This design comes from an exercise in tuning for small area, a short achievable clock period and few clock cycles per item on the open sky130 flow, not from production work. The RTL was checked by simulation tests, not by an equivalence proof against the original design.

## fc_top
module fc_top (
  input  logic        clk,
  input  logic        rst_n,
  input  logic        act_valid,
  input  logic [15:0] act_data,
  output logic        act_ready,
  input  logic        weight_valid,
  input  logic [23:0] weight_data,
  output logic        weight_ready,
  output logic        result_valid,
  output logic [48:0] result,
  input  logic        result_ready
);
  logic [15:0] ring [8];        
  logic [2:0]  tk;              
  logic [2:0]  a_idx;           
  logic        a_ahead;         
  logic        wr;
  logic        idle;
  logic [2:0]  m_idx;           
  logic        m_ph;            
  logic        wx;              
  logic        w_last;
  logic [23:0] w_r;
  logic        s1_first, s1_last, s1_ph;
  logic        s1_first_n;      
  logic        s1_v, s1_z;      
  logic        s2_last, s2_ph;
  logic        pend;            
  logic        pend_g;
  logic        res_load;
  assign idle = !a_ahead && (a_idx == 3'd0) && !m_ph && (m_idx == 3'd0);
  assign wr = act_valid && a_rdy;
  assign wx     = weight_valid && !w_rdy_n;
  assign w_last = (m_idx == 3'd7);
  ...
For scale: roughly 2500 cells after synthesis, ~540 flip-flops, about 97 I/O pins, ~28000 sq um of cells after synthesis.
==> flow/config.mk <==
export PLATFORM = sky130hd
export DESIGN_NAME = fc_top
export DESIGN_NICKNAME = fc_top
export VERILOG_FILES = /design/flow/design.v
export SDC_FILE = /design/flow/constraint.sdc
export NUM_CORES = 4
export LEC_CHECK = 0
export ABC_CLOCK_PERIOD_IN_PS = 2600
export CAP_MARGIN = 20
export CORE_MARGIN = 2
export CORE_UTILIZATION = 40
export CTS_BUF_LIST = sky130_fd_sc_hd__clkbuf_8 sky130_fd_sc_hd__clkbuf_16
export CTS_CLUSTER_DIAMETER = 80
export CTS_CLUSTER_SIZE = 24
export PLACE_DENSITY = 0.6
export SETUP_SLACK_MARGIN = 3.55
export SLEW_MARGIN = 20
==> flow/constraint.sdc <==
create_clock -name core_clock -period 6.0 [get_ports {clk}]
set_input_delay 1.2000 -clock core_clock [delete_from_list [all_inputs] [get_ports {clk}]]
set_output_delay 1.2000 -clock core_clock [all_outputs]
set_load 0.01 [all_outputs]
standard.sh (not shown) runs the stock make flow with config.mk's settings and CLKGATE_MAP_FILE= SYNTH_SCRIPT=/design/flow/synth_recipe.tcl, a recipe that flattens the netlist after the stock synthesis.
==> flow/flow/run.sh <==
#!/bin/bash
# The standard layout (the standard.sh, unchanged synthesis and steps), with
# one change: the port buffers that placement inserts are plain buf_2 cells
# rather than the delay-cell buffers the resizer picks by default, which later
# repair (restricted to the same cell footprint) cannot resize.
set -euo pipefail
bash standard.sh "BUFFER_PORTS_ARGS=-buffer_cell sky130_fd_sc_hd__buf_2" finish > standard.log 2>&1
Testbench counts at the start, summed over its fixed seeds: cycles 5,160, vectors 320.
Edit:
--- a/flow/design.v
+++ b/flow/design.v
@@ -232,16 +232,16 @@
   assign wr = act_valid && a_rdy;
   assign wx     = weight_valid && !w_rdy_n;
   assign w_last = (m_idx == 3'd7);
   assign res_load = pend && (!result_valid || result_ready);
   always_ff @(posedge clk)
   begin
-    ring[0] <= wr ? act_data : ring[7];
+    ring[0] <= (act_valid && a_rdy_d) ? act_data : ring[7];
     for (int k = 1; k < 8; k++)
       ring[k] <= ring[k-1];
-    w_r <= wx ? weight_data : 24'd0;
+    w_r <= (weight_valid && w_rdy_d) ? weight_data : 24'd0;
   end
   logic [2:0] tk_n, a_idx_n, m_idx_n;
   logic       a_ahead_n, m_ph_n, pend_n, rv_n;
   always_comb
   begin
     tk_n      = (idle && !wr) ? 3'd0 : tk1;
@@ -292,12 +292,14 @@
     assign w_rdy_c[c]   = (tkm1_x == m_idx_x)
                           && (m_ph_x || a_ahead_x || (a_idx_x > m_idx_x));
   end
   logic act_ready_n;    
   logic a_rdy;          
   logic w_rdy_n;        
+  logic a_rdy_d;        
+  logic w_rdy_d;        
   logic w_blk;
   assign w_blk = (wx ? w_last : (m_idx == 3'd0))
                  && (s2_last || pend || (result_valid && !result_ready));
   always_ff @(posedge clk or negedge rst_n)
   begin
     if (!rst_n)
@@ -312,12 +314,17 @@
       act_ready_n  <= !act_rdy_c[{wr, wx}];
       weight_ready <= w_rdy_c[{wr, wx}] && !w_blk;
       a_rdy        <= act_rdy_c[{wr, wx}];
       w_rdy_n      <= !(w_rdy_c[{wr, wx}] && !w_blk);
     end
   end
+  always_ff @(posedge clk)
+  begin
+    a_rdy_d <= act_rdy_c[{wr, wx}];
+    w_rdy_d <= w_rdy_c[{wr, wx}] && !w_blk;
+  end
   assign act_ready = !act_ready_n;
   always_ff @(posedge clk or negedge rst_n)
   begin
     if (!rst_n)
     begin
       tk           <= '0;
Maximum frequency went down by about 0.35%.
Design area went down by 0.51%.
Die area went down by about 0.36%.
Synthesized area went down by 0.37%.
Setup slack gets worse by 0.0083 ns.
Wire length went up by about 1.2%.
First-iteration DRC count went up by 3.0%.
Critical path depth went up by 1.
Testbench counts after the change, summed over its fixed seeds: cycles 5,160, vectors 320.

## separate check: timing with driven ports
In the flow no input, the clock included, has a driving cell. The finished layouts below were timed again as built, in two steps. Step 1, drivers: a clkbuf_16 drives clk and a buf_2 each remaining input, both assumed. Step 2 adds t to the input delays and takes it off the output delays; t is the mean of the earliest and latest rising clock arrival at the registers after step 1. Input paths then give back, and output paths get back, about the clock's delay inside the block. Slacks: ideal / step 1 / step 2; pairs: ideal / step 1.
| run | t, ns | setup WS [ns] | latest minus earliest clock arrival (ns) |
|---|---|---|---|
| the first run | 0.633 | 3.613 / 3.578 / 3.063 | 0.029 / 0.028 |
| the second run | 0.634 | 3.605 / 3.555 / 3.089 | 0.042 / 0.042 |
After both steps setup and hold are still met in every run listed. The setup slack of the first run, which loses most, moves by -0.035 ns with the drivers and by -0.550 ns with both steps.
